This design comes from an exercise in tuning for small area on the open sky130 flow, not from production work.
Only simulation tests tie the RTL to the original design; equivalence was not proved.
No activity file was given, so power comes from the tool's default toggle rates.

Setup of v1:
==> flow/design.v <==
package imem_loader_pkg;
    localparam int IMEM_DEPTH = 256;
    localparam int IMEM_AW    = 8;
    localparam int MAX_WORDS  = 256;
endpackage
module imem_ram (
    input  logic        clk,
    input  logic        we,
    input  logic [7:0]  waddr,
    input  logic [7:0]  wbyte_hi,
    input  logic [7:0]  wbyte_lo,
    input  logic [7:0]  raddr,
    output logic [15:0] rdata
);
    logic         phase_q;
    logic         set_q;     
    logic [7:0]   lo_q;
    logic [15:0]  word;
    logic [7:0]   paddr_q;
    logic [7:0]   uaddr;     
    logic         busy;
    logic         hit;
    logic [15:0]  mem_q [256];
    logic [15:0]  mem_d [256];
    logic [255:0] wsel_n;    
    logic [255:0] rsel_n;    
    logic [15:0]  col;       
    logic [15:0]  rbits;
    logic [15:0]  whi, wlo, rhi, rlo;
    assign busy  = we | set_q;
    assign uaddr = set_q ? paddr_q : waddr;
    assign word  = {wbyte_hi, lo_q};
    logic [3:0] whi_a_n, whi_b_n, wlo_a_n, wlo_b_n, rhi_a_n, rhi_b_n, rlo_a_n, rlo_b_n;
    imem_dec2e_n u_whi_a (.a (uaddr[5:4]), .e (busy), .y_n (whi_a_n));
    imem_dec2_n  u_whi_b (.a (uaddr[7:6]), .y_n (whi_b_n));
    imem_dec2_n  u_wlo_a (.a (uaddr[1:0]), .y_n (wlo_a_n));
    imem_dec2_n  u_wlo_b (.a (uaddr[3:2]), .y_n (wlo_b_n));
    imem_dec2_n  u_rhi_a (.a (raddr[5:4]),   .y_n (rhi_a_n));
    imem_dec2_n  u_rhi_b (.a (raddr[7:6]),   .y_n (rhi_b_n));
    imem_dec2_n  u_rlo_a (.a (raddr[1:0]),   .y_n (rlo_a_n));
    imem_dec2_n  u_rlo_b (.a (raddr[3:2]),   .y_n (rlo_b_n));
    for (genvar i = 0; i < 16; i++) begin : g_pre
        imem_nor2 u_whi (.a (whi_a_n[i % 4]), .b (whi_b_n[i / 4]), .y (whi[i]));
        imem_nor2 u_wlo (.a (wlo_a_n[i % 4]), .b (wlo_b_n[i / 4]), .y (wlo[i]));
        imem_nor2 u_rhi (.a (rhi_a_n[i % 4]), .b (rhi_b_n[i / 4]), .y (rhi[i]));
        imem_nor2 u_rlo (.a (rlo_a_n[i % 4]), .b (rlo_b_n[i / 4]), .y (rlo[i]));
    end
    for (genvar r = 0; r < 256; r++) begin : g_dec
        imem_nand2 u_wsn (.a (whi[r / 16]), .b (wlo[r % 16]), .y (wsel_n[r]));
        imem_nand2 u_rsn (.a (rhi[r / 16]), .b (rlo[r % 16]), .y (rsel_n[r]));
    end
    assign col = {16{set_q}} & (word ^ {16{phase_q}});
    always_ff @(posedge clk) begin
        phase_q <= ~phase_q;
        set_q   <= we;
        paddr_q <= waddr;
        if (we) lo_q <= wbyte_lo;
        for (int r = 0; r < 256; r++) mem_q[r] <= mem_d[r];
    end
    for (genvar r = 0; r < 256; r++) begin : g_row
        for (genvar b = 0; b < 16; b++) begin : g_bit
            imem_hold u_hold (
                .q  (mem_q[r][b]),
                .sn (wsel_n[r]),
                .d  (col[b]),
                .y  (mem_d[r][b])
            );
        end
    end
    for (genvar b = 0; b < 16; b++) begin : g_rd
        logic [127:0] l0;   
        logic [7:0]   l2;   
        for (genvar k = 0; k < 128; k++) begin : g_l0
            imem_or2and2_n u_l0 (
                .a0 (mem_q[2*k][b]),   .a1 (rsel_n[2*k]),
                .b0 (mem_q[2*k+1][b]), .b1 (rsel_n[2*k+1]),
                .y  (l0[k])
            );
        end
        for (genvar k = 0; k < 8; k++) begin : g_l2
            imem_nor4_nand4 u_l2 (.a (l0[16*k+15:16*k]), .y (l2[k]));
        end
        imem_rd_last u_l3 (.a (l2), .p (phase_q), .y (rbits[b]));
    end
    assign hit   = set_q && (raddr == paddr_q);
    assign rdata = hit ? word : rbits;
endmodule
module imem_hold (
    input  logic q,
    input  logic sn,
    input  logic d,
    output logic y
);
    assign y = ~(q & (sn | d));
endmodule
module imem_or2and2_n (
    input  logic a0,
    input  logic a1,
    input  logic b0,
    input  logic b1,
    output logic y
);
    assign y = ~((a0 | a1) & (b0 | b1));
endmodule
module imem_nor4_nand4 (
    input  logic [15:0] a,
    output logic        y
);
    logic [3:0] n;
    for (genvar i = 0; i < 4; i++) begin : g_n
        assign n[i] = ~|a[4*i+3:4*i];
    end
    assign y = ~&n;
endmodule
module imem_rd_last (
    input  logic [7:0] a,
    input  logic       p,
    output logic       y
);
    assign y = ((~|a[3:0]) & (~|a[7:4])) ^ p;
endmodule
module imem_nand2 (
    input  logic a,
    input  logic b,
    output logic y
);
    assign y = ~(a & b);
endmodule
module imem_nor2 (
    input  logic a,
    input  logic b,
    output logic y
);
    assign y = ~(a | b);
endmodule
module imem_dec2_n (
    input  logic [1:0] a,
    output logic [3:0] y_n
);
    for (genvar k = 0; k < 4; k++) begin : g_y
        assign y_n[k] = ~(a == 2'(k));
    end
endmodule
module imem_dec2e_n (
    input  logic [1:0] a,
    input  logic       e,
    output logic [3:0] y_n
);
    for (genvar k = 0; k < 4; k++) begin : g_y
        assign y_n[k] = ~(e && (a == 2'(k)));
    end
endmodule
module imem_loader (
    input  logic        clk,
    input  logic        rst_n,
    input  logic [7:0]  rx_data,
    input  logic        rx_valid,
    output logic        rx_ready,
    input  logic [15:0] pc,
    output logic [15:0] instruction,
    output logic        cpu_rst_n,
    output logic        load_error,
    output logic [8:0]  words_loaded
);
    localparam logic [2:0] CNT_HI  = 3'd0;
    localparam logic [2:0] CNT_LO  = 3'd1;
    localparam logic [2:0] DATA_HI = 3'd2;
    localparam logic [2:0] DATA_LO = 3'd3;
    localparam logic [2:0] DONE    = 3'd5;
    localparam logic [2:0] ERROR   = 3'd6;
    logic [2:0] state_q;
    logic [7:0] hi_q;       
    logic [8:0] cnt_q;      
    logic [8:0] words_q;    
    logic [8:0] words_inc;
    logic       accept;
    logic       we;
    assign rx_ready     = ~state_q[2];
    assign cpu_rst_n    = (state_q == DONE);
    assign load_error   = (state_q == ERROR);
    assign words_loaded = words_q;
    assign accept       = rx_valid & ~state_q[2];
    assign words_inc    = words_q + 9'd1;
    assign we           = accept & rst_n & (state_q == DATA_LO);
    always_ff @(posedge clk) begin
        if (rst_n && accept && !state_q[0]) hi_q <= rx_data;   
    end
    always_ff @(posedge clk) begin
        if (!rst_n) begin
            state_q <= CNT_HI;
            cnt_q   <= 9'd0;
            words_q <= 9'd0;
        end else if (accept) begin
            case (state_q)
                CNT_HI: begin
                    state_q <= CNT_LO;
                end
                CNT_LO: begin
                    cnt_q <= {hi_q[0], rx_data};
                    if ((hi_q[7:1] != 7'd0) || (hi_q[0] && rx_data != 8'd0))
                        state_q <= ERROR;
                    else if (!hi_q[0] && rx_data == 8'd0)
                        state_q <= DONE;
                    else
                        state_q <= DATA_HI;
                end
                DATA_HI: begin
                    state_q <= DATA_LO;
                end
                default: begin   
                    words_q <= words_inc;
                    state_q <= (words_inc == cnt_q) ? DONE : DATA_HI;
                end
            endcase
        end
    end
    imem_ram u_ram (
        .clk   (clk),
        .we    (we),
        .waddr (words_q[7:0]),
        .wbyte_hi (hi_q),
        .wbyte_lo (rx_data),
        .raddr (pc[7:0]),
        .rdata (instruction)
    );
endmodule
==> flow/config.mk <==
export PLATFORM = sky130hd
export DESIGN_NAME = imem_loader
export DESIGN_NICKNAME = imem_loader
export VERILOG_FILES = /design/flow/design.v
export SDC_FILE = /design/flow/constraint.sdc
export NUM_CORES = 4
export LEC_CHECK = 0
export CAP_MARGIN = 20
export CORE_MARGIN = 2
export CORE_UTILIZATION = 50
export PLACE_DENSITY = 0.9
export SLEW_MARGIN = 20
export SYNTH_HIERARCHICAL = 1
==> flow/constraint.sdc <==
create_clock -name core_clock -period 12.0 [get_ports {clk}]
set_input_delay 2.4000 -clock core_clock [delete_from_list [all_inputs] [get_ports {clk}]]
set_output_delay 2.4000 -clock core_clock [all_outputs]
set_load 0.01 [all_outputs]
standard.sh (not shown) runs the stock make flow with config.mk's settings and CLKGATE_MAP_FILE= SYNTH_SCRIPT=/design/flow/synth_recipe.tcl, a recipe that flattens the netlist after the stock synthesis.
==> flow/flow/run.sh <==
#!/bin/bash
set -euo pipefail
CTS="-sink_clustering_enable -repair_clock_nets -sink_clustering_size 18 -sink_clustering_max_diameter 45 -buf_list sky130_fd_sc_hd__clkbuf_8 -dont_use_dummy_load"
bash standard.sh "CTS_ARGS=$CTS" "BUFFER_PORTS_ARGS=-buffer_cell sky130_fd_sc_hd__buf_1" finish > standard_flow.log 2>&1
[inputs] v34 vs v1
-- flow/config.mk --
<<< v1, line 10
export CORE_UTILIZATION = 50
export PLACE_DENSITY = 0.9
export SLEW_MARGIN = 20
>>> v34, line 10
export CORE_UTILIZATION = 50
export PLACE_DENSITY = 0.6
export SLEW_MARGIN = 20
==> comparison <==
Delta (v34 minus v1): minimum setup slack in the final design shows a reduction of 0.29 ns; first-iteration DRC count shows a reduction of 32%; worst hold slack shows no meaningful change.
Input changes introduced in v23 (baseline for comparison: v34):
-- flow/config.mk --
<<< v34, line 10
export CORE_UTILIZATION = 50
export PLACE_DENSITY = 0.6
export SLEW_MARGIN = 20
>>> v23, line 10
export CORE_UTILIZATION = 50
export PLACE_DENSITY = 0.8
export SLEW_MARGIN = 20
[summary]
v23 went all the way through synthesis, placement and routing and the layout is clean on timing, DRC and antenna. Delta(share of the core filled with cells, v23 - v34) < 0. Delta(global-route usage over all layers, v23 - v34) < 0. | total power | lower: v23 |. Delta (v23 minus v34): worst-case setup margin in the final layout increased 0.064 ns, static power due to leakage shrank by 2.0%.

Setup of the baseline:
// imem_loader: RTL as listed in full above, without the edits since
export LEC_CHECK = 0
export CAP_MARGIN = 20
export CORE_MARGIN = 2
export CORE_UTILIZATION = 50
export PLACE_DENSITY = 0.7
export SLEW_MARGIN = 20
export SYNTH_HIERARCHICAL = 1
create_clock -name core_clock -period 12.0 [get_ports {clk}]
Scripts as last shown in full above: flow/flow/run.sh
### the baseline -> the candidate
- PLACE_DENSITY changed from 0.7 to 0.75
- CORE_UTILIZATION changed from 50 to 55
Results
On total power, the baseline tracks the candidate almost exactly. As far as count of final setup violators goes, the baseline and the candidate are indistinguishable; the numbers are identical. Min vias after detailed routing across the candidate and the baseline: the baseline. Critical path depth for the candidate is higher than for the baseline.

imem_loader, a different RTL version from the one above (not shown whole).
For scale: about 4100 flip-flops, about 130000 µm² of cells after synthesis.
// imem_loader
module imem_loader (
    input  logic        clk,
    input  logic        rst_n,
    input  logic [7:0]  rx_data,
    input  logic        rx_valid,
    output logic        rx_ready,
    input  logic [15:0] pc,
    output logic [15:0] instruction,
    output logic        cpu_rst_n,
    output logic        load_error,
    output logic [8:0]  words_loaded
);
    localparam logic [2:0] CNT_HI  = 3'd0;
    localparam logic [2:0] CNT_LO  = 3'd1;
    localparam logic [2:0] DATA_HI = 3'd2;
    localparam logic [2:0] DATA_LO = 3'd3;
    localparam logic [2:0] DONE    = 3'd5;
    localparam logic [2:0] ERROR   = 3'd6;
    logic [2:0] state_q;
    logic [7:0] hi_q;       
    logic [8:0] cnt_q;      
    logic [8:0] words_q;    
    logic [8:0] words_inc;
    logic       accept;
    logic       we;
    assign rx_ready     = ~state_q[2];
    assign cpu_rst_n    = (state_q == DONE);
    assign load_error   = (state_q == ERROR);
    assign words_loaded = words_q;
    assign accept       = rx_valid & ~state_q[2];
    assign words_inc    = words_q + 9'd1;
    assign we           = accept & rst_n & (state_q == DATA_LO);
    always_ff @(posedge clk) begin
        if (!rst_n) begin
            state_q <= CNT_HI;
            hi_q    <= 8'h00;
            cnt_q   <= 9'd0;
            words_q <= 9'd0;
        end else if (accept) begin
            case (state_q)
                CNT_HI: begin
                    hi_q    <= rx_data;
                    state_q <= CNT_LO;
                end
                CNT_LO: begin
                    cnt_q <= {hi_q[0], rx_data};
                    if ((hi_q[7:1] != 7'd0) || (hi_q[0] && rx_data != 8'd0))
                        state_q <= ERROR;
                    else if (!hi_q[0] && rx_data == 8'd0)
                        state_q <= DONE;
                    else
                        state_q <= DATA_HI;
                end
                DATA_HI: begin
                    hi_q    <= rx_data;
                    state_q <= DATA_LO;
                end
                default: begin   
  ...
==> flow/config.mk <==
export PLATFORM = sky130hd
export DESIGN_NAME = imem_loader
export DESIGN_NICKNAME = imem_loader
export VERILOG_FILES = /design/flow/design.v
export SDC_FILE = /design/flow/constraint.sdc
export NUM_CORES = 4
export LEC_CHECK = 0
export CAP_MARGIN = 20
export CORE_MARGIN = 2
export CORE_UTILIZATION = 50
export PLACE_DENSITY = 0.6
export SLEW_MARGIN = 20
export SYNTH_HIERARCHICAL = 1
==> flow/constraint.sdc <==
create_clock -name core_clock -period 12.0 [get_ports {clk}]
set_input_delay 2.4000 -clock core_clock [delete_from_list [all_inputs] [get_ports {clk}]]
set_output_delay 2.4000 -clock core_clock [all_outputs]
set_load 0.01 [all_outputs]
==> flow/flow/run.sh <==
#!/bin/bash
set -euo pipefail
CTS="-sink_clustering_enable -repair_clock_nets -sink_clustering_size 20 -sink_clustering_max_diameter 50 -buf_list sky130_fd_sc_hd__clkbuf_8 -dont_use_dummy_load"
bash standard.sh "CTS_ARGS=$CTS" finish > standard_flow.log 2>&1
Change:
==> flow/run.sh (new file) <==
#!/bin/bash
# synth_recipe.tcl (not shown) runs the flow's synth.tcl, then flattens the netlist and writes it again
# the make line also repeats each setting of config.mk as NAME=value (left out here)
make -C /OpenROAD-flow-scripts/flow DESIGN_CONFIG=/design/flow/config.mk WORK_HOME=/design/flow/orfs CLKGATE_MAP_FILE= SYNTH_SCRIPT=/design/flow/synth_recipe.tcl finish
removed: flow/flow/run.sh
removed: flow/standard.sh
Wire length climbs slightly. Count of clock-buffer cells in the layout climbs by 226. Worst setup slack loses 0.22 ns.

==> static timing again, ports no longer ideal <==
Ports are ideal in the flow. The routed layouts listed here were re-timed in OpenROAD.
Step 1 sets driving cells, clkbuf_16 on the clock port and buf_2 on the other inputs (assumed; they add their load-dependent delay and slew).
Step 2 also shifts input and output timing later by t, the mid clock arrival at the registers, as if the neighbouring blocks saw the same clock.
a / b / c = no drivers / after step 1 / after step 2; a / b = the first two.
run | t, ns | setup WS [ns] | worst hold slack (ns)
v1 | 1.136 | 1.733 / 1.674 / 1.674 | 0.399 / 0.399 / 0.399
v34 | 1.181 | 1.441 / 1.210 / 1.210 | 0.397 / 0.397 / 0.397
v23 | 1.175 | 1.505 / 1.477 / 1.477 | 0.398 / 0.398 / 0.398
the baseline | 1.165 | 1.690 / 1.548 / 1.548 | 0.398 / 0.398 / 0.398
the candidate | 1.198 | 1.489 / 1.283 / 1.283 | 0.393 / 0.393 / 0.393
the first run of note 3 | 1.191 | 0.752 / 0.720 / 0.720 | 0.442 / 0.442 / 0.442
the second run of note 3 | 1.056 | 0.533 / 0.501 / 0.501 | 0.442 / 0.442 / 0.442
After both steps setup and hold are still met in every run listed. The setup slack of v34, which loses most, moves by -0.231 ns with the drivers and by -0.231 ns with both steps.
